Source: an optimization exercise on an open RTL-to-GDS flow (aim: small area). Production flows keep margins and buffers that such runs may drop.
The RTL was checked by simulation tests, not by an equivalence proof against the original design.
Power figures rest on the tool's default switching activity, not on a simulated workload. No driver is modelled on the clock port, so clocking that relies on it looks cheaper here than on a real chip.

== maple ==
## llc_front
module llc_front (
    input  logic        clk,
    input  logic        rst,
    input  logic        rst_in_req,
    input  logic [0:0]  rst_in_data,
    output logic        rst_in_ack,
    input  logic        rsp_in_req,
    input  logic [63:0] rsp_in_data,
    output logic        rsp_in_ack,
    input  logic        req_in_req,
    input  logic [65:0] req_in_data,
    output logic        req_in_ack,
    input  logic        dma_in_req,
    input  logic [64:0] dma_in_data,
    output logic        dma_in_ack,
    input  logic [7:0]  status,
    output logic        out_req,
    input  logic        out_ack,
    output logic [70:0] out_rec
);
    localparam logic [3:0] K_RST = 4'd0, K_RSP = 4'd1, K_REQ = 4'd2, K_STL = 4'd3,
                           K_DMA = 4'd4, K_RRES = 4'd5, K_FRES = 4'd6, K_DRD = 4'd7,
                           K_DWR = 4'd8, K_NONE = 4'd15;
    logic rp, rv, rs, fs, qs, drp, dwp, save;
  ...
Size in the first run: roughly 2,500 cells after synthesis, ~1,000 flip-flops, roughly 290 I/O pins, about 33,000 sq um of cells after synthesis.
==> flow/config.mk <==
export PLATFORM = sky130hd
export DESIGN_NAME = llc_front
export DESIGN_NICKNAME = llc_front
export VERILOG_FILES = /design/flow/design.v
export SDC_FILE = /design/flow/constraint.sdc
export NUM_CORES = 4
export LEC_CHECK = 0
export CAP_MARGIN = 20
export CORE_MARGIN = 2
export CORE_UTILIZATION = 60
export CTS_BUF_LIST = sky130_fd_sc_hd__clkbuf_16
export CTS_CLUSTER_DIAMETER = 100
export CTS_CLUSTER_SIZE = 30
export SLEW_MARGIN = 20
export SYNTH_HIERARCHICAL = 1
export SYNTH_MINIMUM_KEEP_SIZE = 0
==> flow/constraint.sdc <==
create_clock -name core_clock -period 5.0 [get_ports {clk}]
set_input_delay 1.0000 -clock core_clock [delete_from_list [all_inputs] [get_ports {clk}]]
set_output_delay 1.0000 -clock core_clock [all_outputs]
set_load 0.01 [all_outputs]
standard.sh (not shown) runs the stock make flow with config.mk's settings and CLKGATE_MAP_FILE= SYNTH_SCRIPT=/design/flow/synth_recipe.tcl, a recipe that flattens the netlist after the stock synthesis.
==> flow/flow/run.sh <==
#!/bin/bash
set -o pipefail
bash standard.sh BUFFER_PORTS_ARGS="-buffer_cell sky130_fd_sc_hd__buf_1" finish > standard_run.log 2>&1
--- input diff maple..cedar ---
Settings: CORE_UTILIZATION now 70, was 60.
Notes after the runs:
Looking at worst hold slack, cedar sits 19 ps lower than maple does. From maple to cedar the numbers moved as follows: total vias in the final route moved up; layout overhead on the synthesized area moved down; fraction of met2 tracks used by global routing moved up. Max total half-perimeter wirelength after legalization and detailed placement across maple and cedar: maple.

========
llc_front, a different RTL version from the one above (not shown whole).
Size in the first run: about 2500 cells after synthesis, about 33000 um2 of cells after synthesis.
export LEC_CHECK = 0
export CAP_MARGIN = 20
export CORE_MARGIN = 2
export CORE_UTILIZATION = 62
export CTS_BUF_LIST = sky130_fd_sc_hd__clkbuf_16
export CTS_CLUSTER_DIAMETER = 100
export CTS_CLUSTER_SIZE = 30
export SLEW_MARGIN = 20
export SYNTH_HIERARCHICAL = 1
export SYNTH_MINIMUM_KEEP_SIZE = 0
create_clock -name core_clock -period 5.0 [get_ports {clk}]
==> flow/flow/run.sh <==
#!/bin/bash
set -o pipefail
CTS="-sink_clustering_enable -repair_clock_nets -sink_clustering_size 30"
CTS="$CTS -sink_clustering_max_diameter 100 -dont_use_dummy_load"
CTS="$CTS -buf_list {sky130_fd_sc_hd__clkbuf_4 sky130_fd_sc_hd__clkbuf_8}"
CTS="$CTS -sink_clustering_buffer sky130_fd_sc_hd__clkbuf_16 -root_buf sky130_fd_sc_hd__clkbuf_8"
bash standard.sh BUFFER_PORTS_ARGS="-buffer_cell sky130_fd_sc_hd__buf_1" CTS_ARGS="$CTS" finish \
    > standard_run.log 2>&1
The baseline completed without violations.
==> next run, changes <==
==> flow/flow/run.sh (replaced) <==
#!/bin/bash
set -o pipefail
bash standard.sh BUFFER_PORTS_ARGS="-buffer_cell sky130_fd_sc_hd__buf_1" finish > standard_run.log 2>&1
CORE_UTILIZATION = 70   (was 62)
The new run went through all stages and came out clean.
Final area hardly moves.
Utilization climbs by 8.9 points.
Sequential power stays flat.
Setup slack is worse by 0.093 ns.
==> next run, changes <==
==> flow/flow/run.sh (replaced) <==
#!/bin/bash
set -o pipefail
CTS="-sink_clustering_enable -repair_clock_nets -sink_clustering_size 30"
CTS="$CTS -sink_clustering_max_diameter 100 -dont_use_dummy_load"
CTS="$CTS -buf_list {sky130_fd_sc_hd__clkbuf_4 sky130_fd_sc_hd__clkbuf_8}"
CTS="$CTS -sink_clustering_buffer sky130_fd_sc_hd__clkbuf_16 -root_buf sky130_fd_sc_hd__clkbuf_8"
bash standard.sh BUFFER_PORTS_ARGS="-buffer_cell sky130_fd_sc_hd__buf_1" CTS_ARGS="$CTS" finish \
    > standard_run.log 2>&1
CORE_UTILIZATION = 78   (was 70)
- first-iteration DRC count went up by about 22%
- global-route usage went up by 5.3 points
- sequential power is about the same
==> next run, changes <==
CORE_UTILIZATION = 70   (was 78)
After rerunning: Global-route usage came out lower by 5.2 points. Hold slack barely changes. Total power came out lower by 0.55%.

static timing again, ports no longer ideal:
Ports are ideal in the flow. The routed layouts listed here were re-timed in OpenROAD. Step 1, drivers: a clkbuf_16 drives clk and a buf_2 each remaining input, both assumed. Step 2, shift: input delay + t, output delay - t, t = (earliest + latest rising clock arrival at the registers) / 2. This alone moves slack from input paths to output paths. Three values: no drivers, after step 1, after step 2; two values: the first two.
run	t, ns	setup WS [ns]	worst hold slack (ns)	slew at the worst register clock pin (ns)	worst slew at a driven data input, ns
maple	0.655	0.771 / 0.771 / 0.713	0.355 / 0.320 / 0.484	0.12 / 0.12	0.13
cedar	0.671	0.833 / 0.833 / 0.731	0.336 / 0.299 / 0.481	0.12 / 0.12	0.10
the first run of note 2	0.762	1.174 / 1.174 / 0.899	0.267 / 0.225 / 0.440	0.12 / 0.12	0.10
the second run of note 2	0.667	1.081 / 1.081 / 0.783	0.337 / 0.295 / 0.483	0.11 / 0.11	0.12
the third run of note 2	0.746	1.192 / 1.192 / 0.825	0.248 / 0.222 / 0.481	0.11 / 0.11	0.07
the fourth run of note 2	0.764	1.037 / 1.037 / 0.774	0.250 / 0.213 / 0.474	0.11 / 0.11	0.14
After both steps setup and hold are still met in every run listed. For the third run of note 2, which loses most, drivers alone change the setup slack by 0.000 ns; drivers and shift together by -0.367 ns.
